From an optimization exercise on the open Yosys and OpenROAD flow, aimed at small area; shortcuts taken in it are not production practice. Function was checked by simulation only, so behaviour that the tests miss may differ from the original. Power figures rest on the tool's default switching activity, not on a simulated workload.

<file path="flow/design.v">
package crtc_pkg;
   typedef logic [9:0]  hpos_t;
   typedef logic [9:0]  vpos_t;
   typedef logic [6:0]  col_t;
   typedef logic [3:0]  cline_t;
   typedef logic [4:0]  crow_t;
   typedef logic [14:0] vram_adr_t;
   typedef struct packed {
      logic   width80;
      cline_t lpc;
      col_t   xcurs;
      crow_t  ycurs;
   } crtc_cfg_t;
   typedef struct packed {
      hpos_t  hcnt;
      vpos_t  vcnt;
      logic   hdisp;
      logic   vdisp;
      logic   hsync;
      logic   vsync;
      cline_t cline;
      crow_t  crow;
      logic   line_end;
      logic   row_end;
      logic   frame_end;
   } beam_t;
   typedef struct packed {
      logic       we;
      col_t       adr;
      logic [7:0] data;
   } rowbuf_wr_t;
   typedef struct packed {
      logic dot;
      logic hsync;
      logic vsync;
   } pix_t;
endpackage
`timescale 1ns/1ns
module crtc_regs (
   input  logic               I_CLK,
   input  logic               I_RST,
   input  logic               port30_we,
   input  logic               crtc_we,
   input  logic               adr,
   input  logic [7:0]         data,
   input  logic [7:0]         ram_data,
   output logic [7:0]         rdata,
   input  logic               busack,
   output logic               busack_q,
   output crtc_pkg::crtc_cfg_t cfg
);
   logic       p30_we_q;
   logic       crtc_we_q;
   logic       adr_q;
   logic [7:0] data_q;
   logic [2:0] seq_q;
   logic       cmd_we;
   logic       par_we;
   always_ff @(posedge I_CLK or posedge I_RST) begin
      if (I_RST) begin
         p30_we_q  <= 1'b0;
         crtc_we_q <= 1'b0;
         busack_q  <= 1'b0;
      end else begin
         p30_we_q  <= port30_we;
         crtc_we_q <= crtc_we;
         busack_q  <= busack;
      end
   end
   always_ff @(posedge I_CLK) begin
      adr_q  <= adr;
      data_q <= data;
      rdata  <= ram_data;
   end
   assign cmd_we = crtc_we_q && adr_q;
   assign par_we = crtc_we_q && !adr_q;
   always_ff @(posedge I_CLK or posedge I_RST) begin
      if (I_RST) begin
         seq_q <= 3'd0;
         cfg.width80 <= 1'b0;
         cfg.lpc     <= 4'd9;
         cfg.xcurs   <= 7'd0;
         cfg.ycurs   <= 5'd0;
      end else begin
         if (p30_we_q)
            cfg.width80 <= data_q[0];
         if (cmd_we) begin
            if (data_q == 8'h00)
               seq_q <= 3'd5;
            if (data_q == 8'h80)
               cfg.ycurs <= 5'd31;
            if (data_q == 8'h81)
               seq_q <= 3'd7;
         end
         if (par_we) begin
            if (seq_q == 3'd3)
               cfg.lpc <= data_q[3:0];
            if (seq_q == 3'd7)
               cfg.xcurs <= data_q[6:0];
            if (seq_q == 3'd6)
               cfg.ycurs <= data_q[4:0];
            if (seq_q != 3'd0)
               seq_q <= (seq_q == 3'd6) ? 3'd0 : seq_q - 3'd1;
         end
      end
   end
endmodule
`timescale 1ns/1ns
module crt_timing (
   input  logic             I_CLK,
   input  logic             I_RST,
   input  crtc_pkg::cline_t lpc,
   output crtc_pkg::beam_t  beam
);
   crtc_pkg::hpos_t  hcnt_q;
   crtc_pkg::vpos_t  vcnt_q;
   crtc_pkg::cline_t cline_q;
   crtc_pkg::crow_t  crow_q;
   logic   h_last;
   logic   line_end;
   logic   row_end;
   logic   frame_end;
   assign h_last = (hcnt_q == 10'd800 - 10'd1);
   always_ff @(posedge I_CLK or posedge I_RST) begin
      if (I_RST) begin
         hcnt_q <= '0;
         vcnt_q <= '0;
      end else if (h_last) begin
         hcnt_q <= '0;
         vcnt_q <= (vcnt_q == 10'd525 - 10'd1) ? '0 : vcnt_q + 10'd1;
      end else begin
         hcnt_q <= hcnt_q + 10'd1;
      end
   end
   assign line_end  = (hcnt_q == 10'd640 - 10'd1);
   assign frame_end = line_end && (vcnt_q == 10'd525 - 10'd1);
   assign row_end   = line_end && vcnt_q[0] && (cline_q == lpc);
   always_ff @(posedge I_CLK or posedge I_RST) begin
      if (I_RST) begin
         cline_q <= '0;
         crow_q  <= '0;
      end else begin
         if (frame_end || row_end)
            cline_q <= '0;
         else if (line_end && vcnt_q[0])
            cline_q <= cline_q + 4'd1;
         if (frame_end)
            crow_q <= '0;
         else if (row_end)
            crow_q <= crow_q + 5'd1;
      end
   end
   assign beam.hcnt      = hcnt_q;
   assign beam.vcnt      = vcnt_q;
   assign beam.hdisp     = (hcnt_q < 10'd640);
   assign beam.vdisp     = (vcnt_q < 10'd400);
   assign beam.hsync     = !(hcnt_q >= 10'd656 && hcnt_q < 10'd752);
   assign beam.vsync     = !(vcnt_q >= 10'd490 && vcnt_q < 10'd492);
   assign beam.cline     = cline_q;
   assign beam.crow      = crow_q;
   assign beam.line_end  = line_end;
   assign beam.row_end   = row_end;
   assign beam.frame_end = frame_end;
endmodule
`timescale 1ns/1ns
module vram_dma (
   input  logic                 I_CLK,
   input  logic                 I_RST,
   input  crtc_pkg::beam_t      beam,
   input  logic                 busack,
   input  logic [7:0]           rdata,
   output crtc_pkg::vram_adr_t  ram_adr,
   output logic                 busreq,
   output crtc_pkg::rowbuf_wr_t wr
);
   crtc_pkg::vram_adr_t  base_q;
   crtc_pkg::col_t       count_q;
   logic       xfer;
   logic [1:0] we_q;
   crtc_pkg::col_t       adr_d1;
   crtc_pkg::col_t       adr_d2;
   assign xfer = busreq && busack;
   always_ff @(posedge I_CLK or posedge I_RST) begin
      if (I_RST) begin
         busreq  <= 1'b0;
         count_q <= '0;
         base_q  <= 15'h7300;
         ram_adr <= 15'h7300;
      end else if (beam.frame_end) begin
         busreq  <= 1'b1;
         count_q <= '0;
         base_q  <= 15'h7300;
         ram_adr <= 15'h7300;
      end else if (beam.row_end) begin
         busreq  <= 1'b1;
         count_q <= '0;
         base_q  <= base_q + 15'd120;
         ram_adr <= base_q + 15'd120;
      end else if (xfer) begin
         ram_adr <= ram_adr + 15'd1;
         count_q <= count_q + 7'd1;
         if (count_q == 7'd80 - 7'd1)
            busreq <= 1'b0;
      end
   end
   always_ff @(posedge I_CLK or posedge I_RST) begin
      if (I_RST)
         we_q <= 2'b00;
      else
         we_q <= {we_q[0], xfer};
   end
   always_ff @(posedge I_CLK) begin
      adr_d1 <= count_q;
      adr_d2 <= adr_d1;
   end
   assign wr.we   = we_q[1];
   assign wr.adr  = adr_d2;
   assign wr.data = rdata;
endmodule
`timescale 1ns/1ns
module row_buffer (
   input  logic                 I_CLK,
   input  crtc_pkg::rowbuf_wr_t wr,
   input  crtc_pkg::col_t       rd_col,
   output logic [7:0]           rd_data
);
   logic [7:0] mem [0:7'd80-1];
   always_ff @(posedge I_CLK) begin
      if (wr.we)
         mem[wr.adr] <= wr.data;
   end
   always_ff @(posedge I_CLK) begin
      rd_data <= mem[rd_col];
   end
endmodule
`timescale 1ns/1ns
module dot_renderer (
   input  logic                I_CLK,
   input  logic                I_RST,
   input  crtc_pkg::beam_t     beam,
   input  crtc_pkg::crtc_cfg_t cfg,
   output crtc_pkg::col_t      rd_col,
   input  logic [7:0]          rd_data,
   output crtc_pkg::pix_t      pix
);
   crtc_pkg::col_t       col_q;
   logic [7:0] shift_q;
   logic       curs_q;
   logic       load;
   logic       shift_en;
   logic       show;
   logic [1:0] nib_sel;
   logic       dot_l;
   logic       dot_r;
   assign load     = (beam.hcnt[2:0] == 3'd6) && (cfg.width80 || !beam.hcnt[3]);
   assign shift_en = cfg.width80 || !beam.hcnt[0];
   assign show     = beam.hdisp && beam.vdisp;
   always_ff @(posedge I_CLK or posedge I_RST) begin
      if (I_RST)
         col_q <= '0;
      else if (beam.line_end)
         col_q <= '0;
      else if (load && beam.hdisp)
         col_q <= col_q + 7'd1;
   end
   assign rd_col = col_q;
   assign nib_sel = beam.cline[2:1];
   assign dot_l   = rd_data[{1'b0, nib_sel}];
   assign dot_r   = rd_data[{1'b1, nib_sel}];
   always_ff @(posedge I_CLK or posedge I_RST) begin
      if (I_RST) begin
         shift_q <= 8'h00;
         curs_q  <= 1'b0;
      end else if (load) begin
         if (show && !beam.cline[3])
            shift_q <= {{4{dot_l}}, {4{dot_r}}};
         else
            shift_q <= 8'h00;
         curs_q <= show && (col_q == cfg.xcurs) && (beam.crow == cfg.ycurs);
      end else if (shift_en) begin
         shift_q <= {shift_q[6:0], 1'b0};
      end
   end
   always_ff @(posedge I_CLK or posedge I_RST) begin
      if (I_RST) begin
         pix <= '0;
      end else begin
         pix.dot   <= shift_q[7] ^ curs_q;
         pix.hsync <= beam.hsync;
         pix.vsync <= beam.vsync;
      end
   end
endmodule
`timescale 1ns/1ns
module video_out (
   input  logic            I_CLK,
   input  logic            I_RST,
   input  crtc_pkg::beam_t beam,
   input  crtc_pkg::pix_t  pix,
   output logic [3:0]      vga_r,
   output logic [3:0]      vga_g,
   output logic [3:0]      vga_b,
   output logic            vga_hs,
   output logic            vga_vs
);
   localparam int LAT = 8;
   logic [LAT-1:0] hd_q;
   logic [LAT-1:0] vd_q;
   logic [LAT-2:0] hs_q;
   logic [LAT-2:0] vs_q;
   logic [3:0]     lum;
   assign lum = {4{pix.dot && hd_q[LAT-1] && vd_q[LAT-1]}};
   always_ff @(posedge I_CLK or posedge I_RST) begin
      if (I_RST) begin
         hd_q   <= '0;
         vd_q   <= '0;
         hs_q   <= '0;
         vs_q   <= '0;
         vga_r  <= 4'h0;
         vga_g  <= 4'h0;
         vga_b  <= 4'h0;
         vga_hs <= 1'b0;
         vga_vs <= 1'b0;
      end else begin
         hd_q   <= {hd_q[LAT-2:0], beam.hdisp};
         vd_q   <= {vd_q[LAT-2:0], beam.vdisp};
         hs_q   <= {hs_q[LAT-3:0], pix.hsync};
         vs_q   <= {vs_q[LAT-3:0], pix.vsync};
         vga_r  <= lum;
         vga_g  <= lum;
         vga_b  <= lum;
         vga_hs <= hs_q[LAT-2];
         vga_vs <= vs_q[LAT-2];
      end
   end
endmodule
`timescale 1ns/1ns
module pc_crtc_top (
   input  logic                I_CLK,
   input  logic                I_RST,
   input  logic                port30_we,
   input  logic                crtc_we,
   input  logic                adr,
   input  logic [7:0]          data,
   input  logic [7:0]          ram_data,
   input  logic                busack,
   output crtc_pkg::vram_adr_t ram_adr,
   output logic                busreq,
   output logic [3:0]          vga_r,
   output logic [3:0]          vga_g,
   output logic [3:0]          vga_b,
   output logic                vga_hs,
   output logic                vga_vs
);
   crtc_pkg::crtc_cfg_t  cfg;
   crtc_pkg::beam_t      beam;
   crtc_pkg::rowbuf_wr_t wr;
   crtc_pkg::pix_t       pix;
   crtc_pkg::col_t       rd_col;
   logic [7:0] rdata;
   logic [7:0] rd_data;
   logic       busack_q;
   crtc_regs u_regs (
      .I_CLK(I_CLK), .I_RST(I_RST), .port30_we(port30_we), .crtc_we(crtc_we),
      .adr(adr), .data(data), .ram_data(ram_data), .rdata(rdata),
      .busack(busack), .busack_q(busack_q), .cfg(cfg)
   );
   crt_timing u_timing (.I_CLK(I_CLK), .I_RST(I_RST), .lpc(cfg.lpc), .beam(beam));
   vram_dma u_dma (
      .I_CLK(I_CLK), .I_RST(I_RST), .beam(beam), .busack(busack_q), .rdata(rdata),
      .ram_adr(ram_adr), .busreq(busreq), .wr(wr)
   );
   row_buffer u_rowbuf (.I_CLK(I_CLK), .wr(wr), .rd_col(rd_col), .rd_data(rd_data));
   dot_renderer u_render (
      .I_CLK(I_CLK), .I_RST(I_RST), .beam(beam), .cfg(cfg),
      .rd_col(rd_col), .rd_data(rd_data), .pix(pix)
   );
   video_out u_vout (
      .I_CLK(I_CLK), .I_RST(I_RST), .beam(beam), .pix(pix),
      .vga_r(vga_r), .vga_g(vga_g), .vga_b(vga_b), .vga_hs(vga_hs), .vga_vs(vga_vs)
   );
endmodule
</file>
<file path="flow/run.sh">
#!/bin/bash
# synth_recipe.tcl (not shown) runs the flow's synth.tcl, then flattens the netlist and writes it again
# the make line also repeats each setting of config.mk as NAME=value (left out here)
make -C /OpenROAD-flow-scripts/flow DESIGN_CONFIG=/design/flow/config.mk WORK_HOME=/design/flow/orfs CLKGATE_MAP_FILE= SYNTH_SCRIPT=/design/flow/synth_recipe.tcl finish
</file>
<file path="flow/config.mk">
export PLATFORM = sky130hd
export DESIGN_NAME = pc_crtc_top
export DESIGN_NICKNAME = pc_crtc_top
export VERILOG_FILES = /design/flow/design.v
export SDC_FILE = /design/flow/constraint.sdc
export NUM_CORES = 4
export LEC_CHECK = 0
export CAP_MARGIN = 20
export CORE_MARGIN = 2
export CORE_UTILIZATION = 40
export SLEW_MARGIN = 20
</file>
<file path="flow/constraint.sdc">
create_clock -name core_clock -period 4.5 [get_ports {I_CLK}]
set_input_delay 0.9000 -clock core_clock [delete_from_list [all_inputs] [get_ports {I_CLK}]]
set_output_delay 0.9000 -clock core_clock [all_outputs]
set_load 0.01 [all_outputs]
</file>
==> notes.md <==
state kept, by name, summed over array words and instances (netlist names), 10 cells and up:
register	flops
u_dma.base_q	12
u_dma.ram_adr	15
u_regs.cfg	17
u_rowbuf.mem	640
u_timing.hcnt_q	10
u_timing.vcnt_q	10
layer usage:
layer	GRT usage	vias up	routed length, µm
met5	0	-	0
met4	0.0587	0	1990
met3	0.0381	138	4690
met2	0.278	513	34000
met1	0.243	8644	30900
li1	-	7221	-
layout make-up:
class                   count  area (µm²)  share of cell area
clock buffers             101        2240              0.0608
repair buffers             80         795              0.0216
well taps                1050        1310              0.0357
clock inverters            54         731              0.0199
multi-input cells         860        8070               0.219
flip-flops and latches    820       23600               0.640
inverters                  21        82.6             0.00224
cells by family (layout without fill, tap and decap cells):
logic type,after synthesis,in the layout
muxes,210,210
and+or+nand+nor,408,408
DFF,820,820
adders and majority gates,14,14
xor gates and xnor gates,72,72
AOI/OAI and AO/OA,156,156
buffers and inverters,103,256
placed cells by master, fill, tap and decap left out, drive strengths merged, types with 15 or more instances in the layout:
master	synthesis	routed
bufinv	0	15
mux2i	32	32
nand4	20	20
nand3	35	35
clkinv	0	31
nor4	15	15
inv	21	23
o21ai	28	28
dfxtp	39	39
nor2	148	148
buf	39	29
edfxtp	640	640
mux4	165	165
xor2	23	23
clkbuf	43	101
nor3	28	28
nor2b	23	23
a21oi	37	37
xnor2	49	49
clkdlybuf4s50	0	51
dfrtp	129	129
nand2	70	70
o22ai	21	21
worst min-delay path by stage:
stage	from	end	slack [ns]	depth (start not counted)
after floorplan	u_dma.adr_d1[0]$_DFF_P_	u_dma.adr_d2[0]$_DFF_P_	0.31	0
after global placement	u_dma.adr_d1[5]$_DFF_P_	u_dma.adr_d2[5]$_DFF_P_	0.32	0
after detailed placement	u_dma.adr_d1[0]$_DFF_P_	u_dma.adr_d2[0]$_DFF_P_	0.31	0
after CTS	u_vout.hd_q[4]$_DFF_PP0_	u_vout.hd_q[5]$_DFF_PP0_	0.31	0
after global routing	u_vout.hd_q[4]$_DFF_PP0_	u_vout.hd_q[5]$_DFF_PP0_	0.32	0
final	u_vout.hd_q[4]$_DFF_PP0_	u_vout.hd_q[5]$_DFF_PP0_	0.31	0
power by group through the flow:
stage	clock (mW)	combinational [mW]	sequential (mW)
after floorplan	0	2.42	8.59
after global placement	0	3.11	8.93
after detailed placement	0	3.14	8.94
after CTS	7.54	3.15	8.78
after global routing	7.82	3.33	8.82
final	7.41	3.11	8.77
critical path: cells and delay by family, from the launching register on:
kind	cells	cell delay, ns
flip-flops	1	0.99
multiplexers	1	0.59
AO/OA/AOI/OAI	2	1.22
AND/OR/NAND/NOR	2	0.36
stage by stage:
stage / setup slack, ns / total power [mW]
finish: 1.17 / 19.3
global route: 1.07 / 20.0
CTS: 1.11 / 19.5
detailed placement: 1.15 / 12.1
global placement: 1.22 / 12.0
floorplan: 1.85 / 11.0
==> PnR_summary.wiki <==
{| class="wikitable"
! Metric !! Value
|-
| Class of the most critical hold timing path || reg -> reg
|-
| Floorplan die area || 0.0824 mm²
|-
| Clock-pin slew on the worst setup and hold paths || 0.07 ns
|-
| Area fraction in compound gates after synthesis || 0.0319
|-
| Total length of routed wires || 71.5 mm
|-
| Sequential share of power || 0.454
|-
| Kind of start point of the critical path || register
|-
| Floorplan Core Area || 0.0791 mm²
|-
| Number of enable flip-flop cells after synthesis || 640
|-
| Max_cap viols || 0
|-
| Int Pwr || 14.3 mW
|-
| Area leader, netlist || sky130_fd_sc_hd__edfxtp_1
|-
| Most common cell in the netlist || sky130_fd_sc_hd__edfxtp_1
|-
| Global-route wire length before repair || 108 mm
|-
| Clock root cell || sky130_fd_sc_hd__clkbuf_16
|-
| Skew-Pair Late Insertion Delay || 0.64 ns
|-
| Cell type of the slowest stage on the worst timing path || sky130_fd_sc_hd__dfrtp_4
|-
| Number of cells produced by synthesis || 1,783
|-
| Post-placement cell count || 2,830
|-
| Effective utilization at floorplan || 0.405
|-
| Sum of net half-perimeters after detailed placement || 43.8 mm
|-
| Number of antenna violations at the first check in global routing || 0
|-
| Fraction of the mapped netlist area in adder cells || 0.00547
|-
| Total number of vias || 16,500
|-
| Fraction of synthesized cell area taken by the top area cell type || 0.600
|-
| CP max FO || 38
|-
| Distinct cell type count of the synthesized netlist || 68
|-
| Overall die height || 287 µm
|-
| Most used DFF post-synth || sky130_fd_sc_hd__edfxtp_1
|-
| Post-synthesis cell area || 0.0320 mm²
|-
| Fin Setup TNS || 0 ns
|-
| Cells traversed along the worst timing path || mux4_2, nor2b_1, a2111oi_0, nor4b_1, o41a_1
|-
| Fraction of synthesis flops using an asynchronous set or reset pin || 0.172
|-
| Arrival time worst endpoint || 3.84 ns
|-
| Endpoint of the worst-slack reg-to-reg timing path || u_rowbuf.rd_data[3]$_DFF_P_
|-
| Max frequency || 0.300 GHz
|-
| Post-Layout Cell Count || 2,986
|-
| Slew @ Worst Pin || 1.12 ns
|-
| Worst setup endpoint || u_rowbuf.rd_data[3]$_DFF_P_
|-
| Peak supply drop || 0.307 mV
|-
| Flop2flop setup slack || 1.17 ns
|-
| Post-route worst hold slack || 0.310 ns
|-
| Post-route clock period utilization || 0.741
|-
| Simple-gate share of the synthesized area || 0.0632
|-
| Count of instances resized after the clock tree is built || 0
|-
| Clk sinks || 820
|-
| Post-Syn Nets || 1,819
|-
| Area of placed instances || 0.0338 mm²
|-
| Register bit total from synthesis || 820
|-
| Overall routing resource usage || 0.176
|-
| Min Tclk post-route || 3.33 ns
|-
| Setup bufs post-CTS || 0
|-
| Post-synthesis xor/xnor area fraction || 0.0197
|-
| Post-route standard cell area excluding fillers || 0.0368 mm²
|-
| Final estimated routing congestion in global placement || 0.795
|-
| RSZ-0062 raised after global routing || false
|-
| Placement row count || 103
|-
| Critical path required time || 5.01 ns
|-
| Die X || 287 µm
|-
| H-tree depth || 3
|-
| Longest Clk Path Bufs || 3
|-
| Max incr delay on CP || 0.99 ns
|-
| Critical Path End Type || register
|-
| Nets || 1,903
|-
| Clock share of power || 0.384
|-
| Clock buffer count from CTS || 84
|-
| Net switching power figure || 4.95 mW
|-
| Critical path type || reg -> reg
|-
| Antenna diode instance count || 0
|-
| Area added between synthesis and finish || 14.8%
|-
| Post-DR vias/cell || 5.53
|-
| Mean cell area of the mapped netlist || 18.0 µm²
|-
| Total grt overflow || 0
|-
| Clock skew || 0.0456 ns
|-
| Fraction of final layout cells sized beyond drive strength 1 || 0.198
|-
| Total power density per cell area || 524 mW/mm²
|-
| Count of antenna-violating nets left after detailed routing || 0
|-
| Run status || timing/DRC/antenna clean
|-
| Ports placed on the boundary || 52
|-
| Portion of the post-synthesis area used by sequential elements || 0.735
|-
| First-pass iteration count of the detailed router || 5
|-
| Final Hold Violating Endpoints || 0
|-
| Number of fill cells in the layout || 6,663
|-
| Leak || 12.2 nW
|-
| Maximum number of pins on one net before global-route repair || 142
|-
| Cell depth of the worst flop-to-flop path || 5
|-
| CP Launch Point || u_render.col_q[0]$_DFFE_PP0P_
|-
| Quantity of hold-fixing buffers added after cts || 0
|-
| Proportion of synthesized area in mux cells || 0.131
|-
| Routed wire per std cell || 24.0 µm
|-
| Combinational family with the most area after synthesis || multiplexers
|-
| Final Setup Violations || 0
|-
| CTS tree || yes
|-
| Proportion of power drawn by combinational gates || 0.161
|-
| Reg-to-reg critical path startpoint || u_render.col_q[0]$_DFFE_PP0P_
|-
| Initial DRC count || 1,561
|-
| Switching Share || 0.256
|-
| Total DRC errors in the routed layout || 0
|-
| Biggest area contributors in the synthesized netlist || sky130_fd_sc_hd__edfxtp_1 (60%), sky130_fd_sc_hd__mux4_2 (12%), sky130_fd_sc_hd__dfrtp_1 (10%)
|-
| Synthesis warning total || 6
|-
| Vias in the first global route || 16,900
|-
| Most numerous cell types in the synthesized netlist || sky130_fd_sc_hd__edfxtp_1 (640), sky130_fd_sc_hd__mux4_2 (165), sky130_fd_sc_hd__nor2_1 (148)
|-
| Count of final max-slew check failures || 0
|-
| Port Buffers || 51
|-
| Post-layout utilization of the core || 0.465
|-
| Worst slew margin || 0.247
|}

==> re-timing with driven ports <==
In the flow no input, the clock included, has a driving cell. The finished layout below was timed again as built, in two steps. Step 1 assumes that a clkbuf_16 drives the clock port and a buf_2 every other input. Step 2 adds t to the input delays and takes it off the output delays; t is the mean of the earliest and latest rising clock arrival at the registers after step 1. Input paths then give back, and output paths get back, about the clock's delay inside the block. Three values: ideal, step 1, step 2; two values: the first two.
t (ns): 0.685
setup slack, ns: 1.167 / 1.167 / 1.167
slew at the worst register clock pin (ns): 0.07 / 0.07
After both steps this run still meets setup and hold. The setup slack of this run moves by 0.000 ns with the drivers and by 0.000 ns with both steps.
